What follows belongs to an exercise in optimizing a design on an open flow for small area, a short achievable clock period and few clock cycles per item; a production flow would make more cautious choices. Where RTL was checked, it was by simulation tests only, not by an equivalence proof against the original. Power and IR drop assume default switching activity.

==> inputs of 02-15 <==
==> flow/design.v <==
module pixel_frame_statistics_unit #(
    parameter int MAX_WIDTH  = 4096,
    parameter int MAX_HEIGHT = 4096
) (
    input  logic        i_clk,
    input  logic        i_rst_n,
    input  logic        i_cfg_we,
    input  logic [12:0] i_cfg_wdata,
    input  logic        i_pix_valid,
    output logic        o_pix_ready,
    input  logic [24:0] i_pix,
    output logic        o_rpt_valid,
    input  logic        i_rpt_ready,
    output logic [50:0] o_rpt
);
    logic [11:0] r_wm1;
    logic [11:0] r_col, r_row;
    logic [11:0] n_col;
    logic        r_first;               
    logic        r_ready;               
    logic        r_rep;                 
    logic [1:0]  r_kind;
    logic        r_last;                
    logic [23:0] r_bpos, r_dpos;        
    logic [23:0] r_bpix, r_dpix;        
    logic [9:0]  r_bsum, r_dsum;
    logic [23:0] r_max, r_min;          
    logic        p_valid;               
    logic [24:0] p_pix;
    logic [9:0]  p_sum;
    logic        p_wrap;                
    logic        accept, fold, taken;
    logic [9:0]  sum;
    logic        upd_b, upd_d;
    logic [2:0]  upd_max, upd_min;
    assign o_pix_ready = r_ready || (r_last && i_rpt_ready);
    assign accept      = i_pix_valid && o_pix_ready;
    assign fold        = p_valid;
    assign taken       = r_rep && i_rpt_ready;
    assign o_rpt_valid = r_rep;
    assign o_rpt       = {r_kind, r_bpos, r_bpix, r_last};
    function automatic logic gt_tree(input logic [15:0] a, input logic [15:0] b, input int n);
        logic [15:0] g, e;
        for (int i = 0; i < 16; i++) begin
            g[i] = (i < n) && a[i] && !b[i];
            e[i] = (i >= n) || !(a[i] ^ b[i]);
        end
        for (int d = 1; d < 16; d = d * 2) begin
            for (int i = 0; i + d < 16; i = i + 2 * d) begin
                g[i] = g[i + d] || (e[i + d] && g[i]);
                e[i] = e[i + d] && e[i];
            end
        end
        gt_tree = g[0];
    endfunction
    always_comb begin : b_sum
        logic [7:0] x, y, z;
        logic [8:0] cs, cc;             
        logic [8:0] g, t, p, gg, tt;
        x  = i_pix[24:17];
        y  = i_pix[16:9];
        z  = i_pix[8:1];
        cs = {1'b0, x ^ y ^ z};
        cc = {(x & y) | (x & z) | (y & z), 1'b0};
        g  = cs & cc;
        t  = cs | cc;
        p  = cs ^ cc;
        gg[0] = g[0];
        tt[0] = t[0];
        for (int i = 1; i < 9; i++) begin
            gg[i] = g[i] | ((t[i] & cs[i - 1]) & cc[i - 1]);
            tt[i] = t[i] & t[i - 1];
        end
        for (int d = 2; d < 9; d = d * 2) begin
            for (int i = 8; i >= d; i--) begin
                gg[i] = gg[i] | (tt[i] & gg[i - d]);
                tt[i] = tt[i] & tt[i - d];
            end
        end
        sum[0]   = p[0];
        sum[8:1] = p[8:1] ^ gg[7:0];
        sum[9]   = gg[8];
    end
    always_comb begin
        n_col = r_col;
        if (fold) begin
            if (p_pix[0] || p_wrap) n_col = '0;
            else                    n_col = r_col + 12'd1;
        end
    end
    always_ff @(posedge i_clk) begin
        p_pix  <= i_pix;
        p_sum  <= sum;
        if (fold && (p_pix[0] || p_wrap)) p_wrap <= r_wm1 == 12'd0;
        else p_wrap <= r_col >= r_wm1 || (fold && r_col + 12'd1 == r_wm1);
        if (!i_rst_n) p_valid <= 1'b0;
        else          p_valid <= accept;
    end
    always_ff @(posedge i_clk) begin
        if (!i_rst_n) begin
            r_wm1 <= 12'd639;
        end else if (i_cfg_we) begin
            if (i_cfg_wdata[12])
                r_wm1 <= 12'd4095;
            else if (i_cfg_wdata[11:0] == 12'd0)
                r_wm1 <= 12'd0;
            else
                r_wm1 <= i_cfg_wdata[11:0] - 12'd1;
        end
    end
    always_ff @(posedge i_clk) begin
        if (!i_rst_n) begin
            r_col   <= '0;
            r_row   <= '0;
            r_first <= 1'b1;
            r_ready <= 1'b1;
            r_rep   <= 1'b0;
            r_kind  <= 2'd0;
            r_last  <= 1'b0;
        end else begin
            r_col <= n_col;
            if (taken) begin
                r_kind <= r_kind + 2'd1;
                r_last <= r_kind == 2'd2;
                if (r_last) begin
                    r_rep   <= 1'b0;
                    r_ready <= 1'b1;
                end
            end
            if (accept && i_pix[0]) r_ready <= 1'b0;
            if (fold) begin
                r_first <= p_pix[0];
                if (p_pix[0]) begin
                    r_row <= '0;
                    r_rep <= 1'b1;
                end else if (p_wrap && r_row != 12'd4095) begin
                    r_row <= r_row + 12'd1;
                end
            end
        end
    end
    assign upd_b = fold && (r_first || gt_tree(16'(p_sum), 16'(r_bsum), 10));
    assign upd_d = fold && (r_first || gt_tree(16'(r_dsum), 16'(p_sum), 10));
    for (genvar i = 0; i < 3; i++) begin : g_ch
        assign upd_max[i] = fold && (r_first || gt_tree(16'(p_pix[8*i+1 +: 8]), 16'(r_max[8*i +: 8]), 8));
        assign upd_min[i] = fold && (r_first || gt_tree(16'(r_min[8*i +: 8]), 16'(p_pix[8*i+1 +: 8]), 8));
    end
    always_ff @(posedge i_clk) begin
        if (r_rep) begin
            if (i_rpt_ready) begin
                r_bpos <= r_dpos;
                r_bpix <= r_dpix;
                r_dpos <= '0;
                r_dpix <= r_max;
                r_max  <= r_min;
            end
        end else begin
            if (upd_b) begin
                r_bpos <= {r_col, r_row};
                r_bpix <= p_pix[24:1];
                r_bsum <= p_sum;
            end
            if (upd_d) begin
                r_dpos <= {r_col, r_row};
                r_dpix <= p_pix[24:1];
                r_dsum <= p_sum;
            end
            for (int i = 0; i < 3; i++) begin
                if (upd_max[i]) r_max[8*i +: 8] <= p_pix[8*i+1 +: 8];
                if (upd_min[i]) r_min[8*i +: 8] <= p_pix[8*i+1 +: 8];
            end
        end
    end
endmodule
==> flow/flow/run.sh <==
#!/bin/bash
# The standard layout (the standard.sh, standard synthesis unchanged), with
# one change: the port buffers that placement inserts are sky130_fd_sc_hd__buf_2
# cells instead of the delay cells buffer_ports picks by default. Every input and
# output port still gets its own buffer; the resizer may still resize them.
set -euo pipefail
export BUFFER_PORTS_ARGS="-buffer_cell sky130_fd_sc_hd__buf_2"
bash standard.sh finish > standard_make.log 2>&1
==> flow/standard.sh <==
#!/bin/bash
# synth_recipe.tcl (not shown) runs the flow's synth.tcl, then flattens the netlist and writes it again
# the make line also repeats each setting of config.mk as NAME=value (left out here)
make -C /OpenROAD-flow-scripts/flow DESIGN_CONFIG=/design/flow/config.mk WORK_HOME=/design/flow/orfs CLKGATE_MAP_FILE= SYNTH_SCRIPT=/design/flow/synth_recipe.tcl "${@:-finish}"
==> flow/config.mk <==
export PLATFORM = sky130hd
export DESIGN_NAME = pixel_frame_statistics_unit
export DESIGN_NICKNAME = pixel_frame_statistics_unit
export VERILOG_FILES = /design/flow/design.v
export SDC_FILE = /design/flow/constraint.sdc
export NUM_CORES = 4
export LEC_CHECK = 0
export ABC_AREA = 1
export CAP_MARGIN = 20
export CORE_MARGIN = 2
export CORE_UTILIZATION = 55
export CTS_BUF_LIST = sky130_fd_sc_hd__clkbuf_16
export CTS_CLUSTER_DIAMETER = 80
export CTS_CLUSTER_SIZE = 20
export PLACE_DENSITY = 0.65
export SETUP_SLACK_MARGIN = 2.5
export SLEW_MARGIN = 20
export TNS_END_PERCENT = 10
==> flow/constraint.sdc <==
create_clock -name core_clock -period 4.5 [get_ports {i_clk}]
set_input_delay 0.9000 -clock core_clock [delete_from_list [all_inputs] [get_ports {i_clk}]]
set_output_delay 0.9000 -clock core_clock [all_outputs]
set_load 0.01 [all_outputs]
==> inputs of 12-06, as changes to 02-15 <==
--- a/flow/design.v
+++ b/flow/design.v
@@ -56,30 +56,24 @@
     always_comb begin : b_sum
         logic [7:0] x, y, z;
         logic [8:0] cs, cc;             
-        logic [8:0] g, t, p, gg, tt;
+        logic [8:0] g, p, gp;
         x  = i_pix[24:17];
         y  = i_pix[16:9];
         z  = i_pix[8:1];
         cs = {1'b0, x ^ y ^ z};
         cc = {(x & y) | (x & z) | (y & z), 1'b0};
         g  = cs & cc;
-        t  = cs | cc;
         p  = cs ^ cc;
-        gg[0] = g[0];
-        tt[0] = t[0];
-        for (int i = 1; i < 9; i++) begin
-            gg[i] = g[i] | ((t[i] & cs[i - 1]) & cc[i - 1]);
-            tt[i] = t[i] & t[i - 1];
-        end
-        for (int d = 2; d < 9; d = d * 2) begin
+        gp = p;
+        for (int d = 1; d < 9; d = d * 2) begin
             for (int i = 8; i >= d; i--) begin
-                gg[i] = gg[i] | (tt[i] & gg[i - d]);
-                tt[i] = tt[i] & tt[i - d];
+                g[i]  = g[i] | (gp[i] & g[i - d]);
+                gp[i] = gp[i] & gp[i - d];
             end
         end
         sum[0]   = p[0];
-        sum[8:1] = p[8:1] ^ gg[7:0];
-        sum[9]   = gg[8];
+        sum[8:1] = p[8:1] ^ g[7:0];
+        sum[9]   = g[8];
     end
     always_comb begin
         n_col = r_col;
Settings changed: CORE_UTILIZATION 55 to 65, PLACE_DENSITY 0.65 to 0.8.
==> inputs of 04-19, as changes to 02-15 <==
--- a/flow/design.v
+++ b/flow/design.v
@@ -56,30 +56,24 @@
     always_comb begin : b_sum
         logic [7:0] x, y, z;
         logic [8:0] cs, cc;             
-        logic [8:0] g, t, p, gg, tt;
+        logic [8:0] g, p, gp;
         x  = i_pix[24:17];
         y  = i_pix[16:9];
         z  = i_pix[8:1];
         cs = {1'b0, x ^ y ^ z};
         cc = {(x & y) | (x & z) | (y & z), 1'b0};
         g  = cs & cc;
-        t  = cs | cc;
         p  = cs ^ cc;
-        gg[0] = g[0];
-        tt[0] = t[0];
-        for (int i = 1; i < 9; i++) begin
-            gg[i] = g[i] | ((t[i] & cs[i - 1]) & cc[i - 1]);
-            tt[i] = t[i] & t[i - 1];
-        end
-        for (int d = 2; d < 9; d = d * 2) begin
+        gp = p;
+        for (int d = 1; d < 9; d = d * 2) begin
             for (int i = 8; i >= d; i--) begin
-                gg[i] = gg[i] | (tt[i] & gg[i - d]);
-                tt[i] = tt[i] & tt[i - d];
+                g[i]  = g[i] | (gp[i] & g[i - d]);
+                gp[i] = gp[i] & gp[i - d];
             end
         end
         sum[0]   = p[0];
-        sum[8:1] = p[8:1] ^ gg[7:0];
-        sum[9]   = gg[8];
+        sum[8:1] = p[8:1] ^ g[7:0];
+        sum[9]   = g[8];
     end
     always_comb begin
         n_col = r_col;
==> flow/run.sh (new file) <==
#!/bin/bash
# synth_recipe.tcl (not shown) runs the flow's synth.tcl, then flattens the netlist and writes it again
# the make line also repeats each setting of config.mk as NAME=value (left out here)
make -C /OpenROAD-flow-scripts/flow DESIGN_CONFIG=/design/flow/config.mk WORK_HOME=/design/flow/orfs CLKGATE_MAP_FILE= SYNTH_SCRIPT=/design/flow/synth_recipe.tcl finish
Settings changed: CORE_UTILIZATION 55 to 70, CTS_BUF_LIST sky130_fd_sc_hd__clkbuf_16 to sky130_fd_sc_hd__clkbuf_8, CTS_CLUSTER_DIAMETER 80 to 50, CTS_CLUSTER_SIZE 20 to 12, PLACE_DENSITY 0.65 to 0.85, SETUP_SLACK_MARGIN 2.5 to 3.0.
removed: flow/flow/run.sh
removed: flow/standard.sh
==> results.json <==
{
  "status": "complete, no violations",
  "worstMarginPinSlew_ps": 666,
  "fin_ws_ps": 2120,
  "path_cells": "clkdlybuf4s15_2, fa_2, inv_2, fa_2, o21ai_4, a21oi_4, o21bai_4, xor2_1",
  "initial_core_util_pct": 72.0,
  "power_density_nw_per_um2": 362,
  "hold_class": "input pin to flop",
  "vias_per_cell": 5.98,
  "avgSynthCellArea_um2": 9.81,
  "taps": 216,
  "grt_pass1_vias": 8509
}
[end of results for 04-19]
==> results.json <==
{
  "path_cells": "buf_8, fa_1, ha_2, inv_2, fa_2, o21ai_2, a21oi_1, o21bai_1, a21oi_1, nor2_1",
  "cts_buffers": 16,
  "fin_ws_ps": 2120,
  "status": "complete, no violations",
  "avgSynthCellArea_um2": 9.81,
  "vias_per_cell": 5.47,
  "initial_core_util_pct": 66.3,
  "grt_pass1_vias": 7791,
  "power_density_nw_per_um2": 376,
  "worstMarginPinSlew_ps": 784
}
[end of results for 12-06]
==> results.json <==
{
  "vias_per_cell": 5.22,
  "taps": 275,
  "status": "complete, no violations",
  "avgSynthCellArea_um2": 9.66,
  "grt_pass1_vias": 7696,
  "initial_core_util_pct": 55.8
}
[end of results for 02-15]
Testbench counts of 02-15, summed over its fixed seeds: cycles 32,511, pixels 31,687.
Testbench counts of 12-06, summed over its fixed seeds: cycles 32,511, pixels 31,687.
Testbench counts of 04-19, summed over its fixed seeds: cycles 32,511, pixels 31,687.

========
==> try-violet <==
RTL: the design.v shown in full above, as it stands there.
export LEC_CHECK = 0
export ABC_AREA = 1
export CAP_MARGIN = 20
export CORE_MARGIN = 2
export CORE_UTILIZATION = 65
export CTS_BUF_LIST = sky130_fd_sc_hd__clkbuf_8
export CTS_CLUSTER_DIAMETER = 50
export CTS_CLUSTER_SIZE = 12
export PLACE_DENSITY = 0.8
export SETUP_SLACK_MARGIN = 2.5
export SLEW_MARGIN = 20
export TNS_END_PERCENT = 10
create_clock -name core_clock -period 4.5 [get_ports {i_clk}]
standard.sh (not shown) runs the stock make flow with config.mk's settings and CLKGATE_MAP_FILE= SYNTH_SCRIPT=/design/flow/synth_recipe.tcl, a recipe that flattens the netlist after the stock synthesis.
==> flow/flow/run.sh <==
#!/bin/bash
# The standard layout (the standard.sh, standard synthesis unchanged), with
# one change: the port buffers that placement inserts are sky130_fd_sc_hd__buf_2
# cells instead of the delay cells buffer_ports picks by default. Every input and
# output port still gets its own buffer; the resizer may still resize them.
set -euo pipefail
export BUFFER_PORTS_ARGS="-buffer_cell sky130_fd_sc_hd__buf_2"
bash standard.sh finish > standard_make.log 2>&1
==> inputs of try-zinc, as changes to try-violet <==
--- a/flow/config.mk
+++ b/flow/config.mk
@@ -14,5 +14,5 @@
 export CTS_CLUSTER_SIZE = 12
 export PLACE_DENSITY = 0.8
-export SETUP_SLACK_MARGIN = 2.5
+export SETUP_SLACK_MARGIN = 3.0
 export SLEW_MARGIN = 20
 export TNS_END_PERCENT = 10
==> inputs of try-indigo, as changes to try-violet <==
--- a/flow/design.v
+++ b/flow/design.v
@@ -57,5 +57,5 @@
         logic [7:0] x, y, z;
         logic [8:0] cs, cc;             
-        logic [8:0] g, t, p, gg, tt;
+        logic [8:0] g, p, gp;
         x  = i_pix[24:17];
         y  = i_pix[16:9];
@@ -64,21 +64,15 @@
         cc = {(x & y) | (x & z) | (y & z), 1'b0};
         g  = cs & cc;
-        t  = cs | cc;
         p  = cs ^ cc;
-        gg[0] = g[0];
-        tt[0] = t[0];
-        for (int i = 1; i < 9; i++) begin
-            gg[i] = g[i] | ((t[i] & cs[i - 1]) & cc[i - 1]);
-            tt[i] = t[i] & t[i - 1];
-        end
-        for (int d = 2; d < 9; d = d * 2) begin
+        gp = p;
+        for (int d = 1; d < 9; d = d * 2) begin
             for (int i = 8; i >= d; i--) begin
-                gg[i] = gg[i] | (tt[i] & gg[i - d]);
-                tt[i] = tt[i] & tt[i - d];
+                g[i]  = g[i] | (gp[i] & g[i - d]);
+                gp[i] = gp[i] & gp[i - d];
             end
         end
         sum[0]   = p[0];
-        sum[8:1] = p[8:1] ^ gg[7:0];
-        sum[9]   = gg[8];
+        sum[8:1] = p[8:1] ^ g[7:0];
+        sum[9]   = g[8];
     end
     always_comb begin
==> flow/run.sh (new file) <==
#!/bin/bash
# synth_recipe.tcl (not shown) runs the flow's synth.tcl, then flattens the netlist and writes it again
# the make line also repeats each setting of config.mk as NAME=value (left out here)
make -C /OpenROAD-flow-scripts/flow DESIGN_CONFIG=/design/flow/config.mk WORK_HOME=/design/flow/orfs CLKGATE_MAP_FILE= SYNTH_SCRIPT=/design/flow/synth_recipe.tcl finish
--- a/flow/config.mk
+++ b/flow/config.mk
@@ -10,9 +10,9 @@
 export CORE_MARGIN = 2
 export CORE_UTILIZATION = 65
-export CTS_BUF_LIST = sky130_fd_sc_hd__clkbuf_8
-export CTS_CLUSTER_DIAMETER = 50
-export CTS_CLUSTER_SIZE = 12
+export CTS_BUF_LIST = sky130_fd_sc_hd__clkbuf_16
+export CTS_CLUSTER_DIAMETER = 80
+export CTS_CLUSTER_SIZE = 20
 export PLACE_DENSITY = 0.8
-export SETUP_SLACK_MARGIN = 2.5
+export SETUP_SLACK_MARGIN = 3.0
 export SLEW_MARGIN = 20
 export TNS_END_PERCENT = 10
removed: flow/flow/run.sh
removed: flow/standard.sh
==> inputs of try-tundra, as changes to try-violet <==
--- a/flow/design.v
+++ b/flow/design.v
@@ -34,6 +34,6 @@
     logic        upd_b, upd_d;
     logic [2:0]  upd_max, upd_min;
-    assign o_pix_ready = r_ready || (r_last && i_rpt_ready);
-    assign accept      = i_pix_valid && o_pix_ready;
+    assign o_pix_ready = r_ready;
+    assign accept      = i_pix_valid && r_ready;
     assign fold        = p_valid;
     assign taken       = r_rep && i_rpt_ready;
@@ -57,5 +57,5 @@
         logic [7:0] x, y, z;
         logic [8:0] cs, cc;             
-        logic [8:0] g, t, p, gg, tt;
+        logic [8:0] g, p, gp;
         x  = i_pix[24:17];
         y  = i_pix[16:9];
@@ -64,21 +64,15 @@
         cc = {(x & y) | (x & z) | (y & z), 1'b0};
         g  = cs & cc;
-        t  = cs | cc;
         p  = cs ^ cc;
-        gg[0] = g[0];
-        tt[0] = t[0];
-        for (int i = 1; i < 9; i++) begin
-            gg[i] = g[i] | ((t[i] & cs[i - 1]) & cc[i - 1]);
-            tt[i] = t[i] & t[i - 1];
-        end
-        for (int d = 2; d < 9; d = d * 2) begin
+        gp = p;
+        for (int d = 1; d < 9; d = d * 2) begin
             for (int i = 8; i >= d; i--) begin
-                gg[i] = gg[i] | (tt[i] & gg[i - d]);
-                tt[i] = tt[i] & tt[i - d];
+                g[i]  = g[i] | (gp[i] & g[i - d]);
+                gp[i] = gp[i] & gp[i - d];
             end
         end
         sum[0]   = p[0];
-        sum[8:1] = p[8:1] ^ gg[7:0];
-        sum[9]   = gg[8];
+        sum[8:1] = p[8:1] ^ g[7:0];
+        sum[9]   = g[8];
     end
     always_comb begin
==> flow/run.sh (new file) <==
#!/bin/bash
# synth_recipe.tcl (not shown) runs the flow's synth.tcl, then flattens the netlist and writes it again
# the make line also repeats each setting of config.mk as NAME=value (left out here)
make -C /OpenROAD-flow-scripts/flow DESIGN_CONFIG=/design/flow/config.mk WORK_HOME=/design/flow/orfs CLKGATE_MAP_FILE= SYNTH_SCRIPT=/design/flow/synth_recipe.tcl finish
--- a/flow/config.mk
+++ b/flow/config.mk
@@ -10,9 +10,8 @@
 export CORE_MARGIN = 2
 export CORE_UTILIZATION = 65
-export CTS_BUF_LIST = sky130_fd_sc_hd__clkbuf_8
-export CTS_CLUSTER_DIAMETER = 50
-export CTS_CLUSTER_SIZE = 12
+export CTS_BUF_LIST = sky130_fd_sc_hd__clkbuf_16
+export CTS_CLUSTER_DIAMETER = 80
+export CTS_CLUSTER_SIZE = 20
 export PLACE_DENSITY = 0.8
 export SETUP_SLACK_MARGIN = 2.5
 export SLEW_MARGIN = 20
-export TNS_END_PERCENT = 10
removed: flow/flow/run.sh
removed: flow/standard.sh
==> qor summary <==
| metric | try-indigo | try-tundra | try-violet | try-zinc |
|---|---|---|---|---|
| Synthesized cell area | 11470 um2 | 11490 um2 | 11660 um2 | 11660 um2 |
| Setup fix buffers added after clock tree synthesis | 14 | 22 | 8 | 5 |
| Placed standard-cell area | 12630 um2 | 12700 um2 | 12380 um2 | 12370 um2 |
| Number of fillers in the final layout | 917 | 1003 | 1181 | 1171 |
| First-pass GRT wire length | 41390 um | 42660 um | 40100 um | 40360 um |
| Sw Ratio | 0.2778 | 0.2819 | 0.2708 | 0.2727 |
| Vias in the first global route | 8114 | 8538 | 8217 | 8191 |
| Die extent in x | 136.8 um | 137.0 um | 137.9 um | 137.9 um |
| Power Sequential | 2.73 mW | 2.71 mW | 2.70 mW | 2.71 mW |
| Slowest cell on crit path | fa_1 | fa_1 | a21oi_4 | buf_2 |
| Sequential share of cell area | 0.4496 | 0.4662 | 0.4893 | 0.4865 |
| Power Clock | 1.45 mW | 1.46 mW | 1.43 mW | 1.63 mW |
| Power of the combinational group | 983 uW | 1.00 mW | 732 uW | 728 uW |
| Outcome | finished clean | finished clean | finished clean | finished clean |
| Met3 wirelength from detailed routing | 2896 um | 2346 um | 1774 um | 1863 um |
| Non-clock buffer area fraction after layout | 0.1167 | 0.07973 | 0.05756 | 0.05373 |
| Number of buffers other than clock buffers in the final layout | 156 | 137 | 112 | 112 |
| Resized Gates After CTS | 123 | 316 | 24 | 15 |
| Count of clock buffers in the final design | 17 | 17 | 29 | 30 |
| Fin worst setup slack | 2.121 ns | 2.045 ns | 2.309 ns | 2.305 ns |
| Global-route track usage on met1 | 0.3880 | 0.3795 | 0.3777 | 0.3868 |
| Post-layout nets | 1456 | 1447 | 1465 | 1471 |
| Total Routing Usage GR | 0.2854 | 0.2919 | 0.2715 | 0.2740 |
Testbench counts of try-violet, summed over its fixed seeds: cycles 32,511, pixels 31,687.
Testbench counts of try-zinc, summed over its fixed seeds: cycles 32,511, pixels 31,687.
Testbench counts of try-indigo, summed over its fixed seeds: cycles 32,511, pixels 31,687.
Only the layout flow was run in try-tundra; the RTL was not checked for function there.

-- afterwards: timing with drivers on the ports --
In the flow no input, the clock included, has a driving cell. The finished layouts below were timed again as built, in two steps.
Step 1 assumes that a clkbuf_16 drives the clock port and a buf_2 every other input.
Step 2 also shifts input and output timing later by t, the mid clock arrival at the registers, as if the neighbouring blocks saw the same clock.
Three values: ideal ports, drivers, drivers and shift; two values: the first two.
| run | t (ns) | slack for setup (ns) | hold WS [ns] |
|---|---|---|---|
| 02-15 | 0.529 | 2.300 / 2.254 / 1.839 | 0.464 / 0.464 / 0.464 |
| 12-06 | 0.518 | 2.117 / 2.117 / 1.599 | 0.491 / 0.491 / 0.491 |
| 04-19 | 0.591 | 2.116 / 2.110 / 1.519 | 0.460 / 0.459 / 0.483 |
| try-violet | 0.589 | 2.309 / 2.253 / 1.791 | 0.444 / 0.436 / 0.469 |
| try-zinc | 0.605 | 2.305 / 2.264 / 1.772 | 0.437 / 0.421 / 0.475 |
| try-indigo | 0.528 | 2.121 / 2.120 / 1.597 | 0.470 / 0.470 / 0.470 |
| try-tundra | 0.533 | 2.045 / 2.055 / 1.522 | 0.477 / 0.477 / 0.477 |
After both steps setup and hold are still met in every run listed. For 04-19, which loses most, drivers alone change the setup slack by -0.006 ns; drivers and shift together by -0.597 ns.
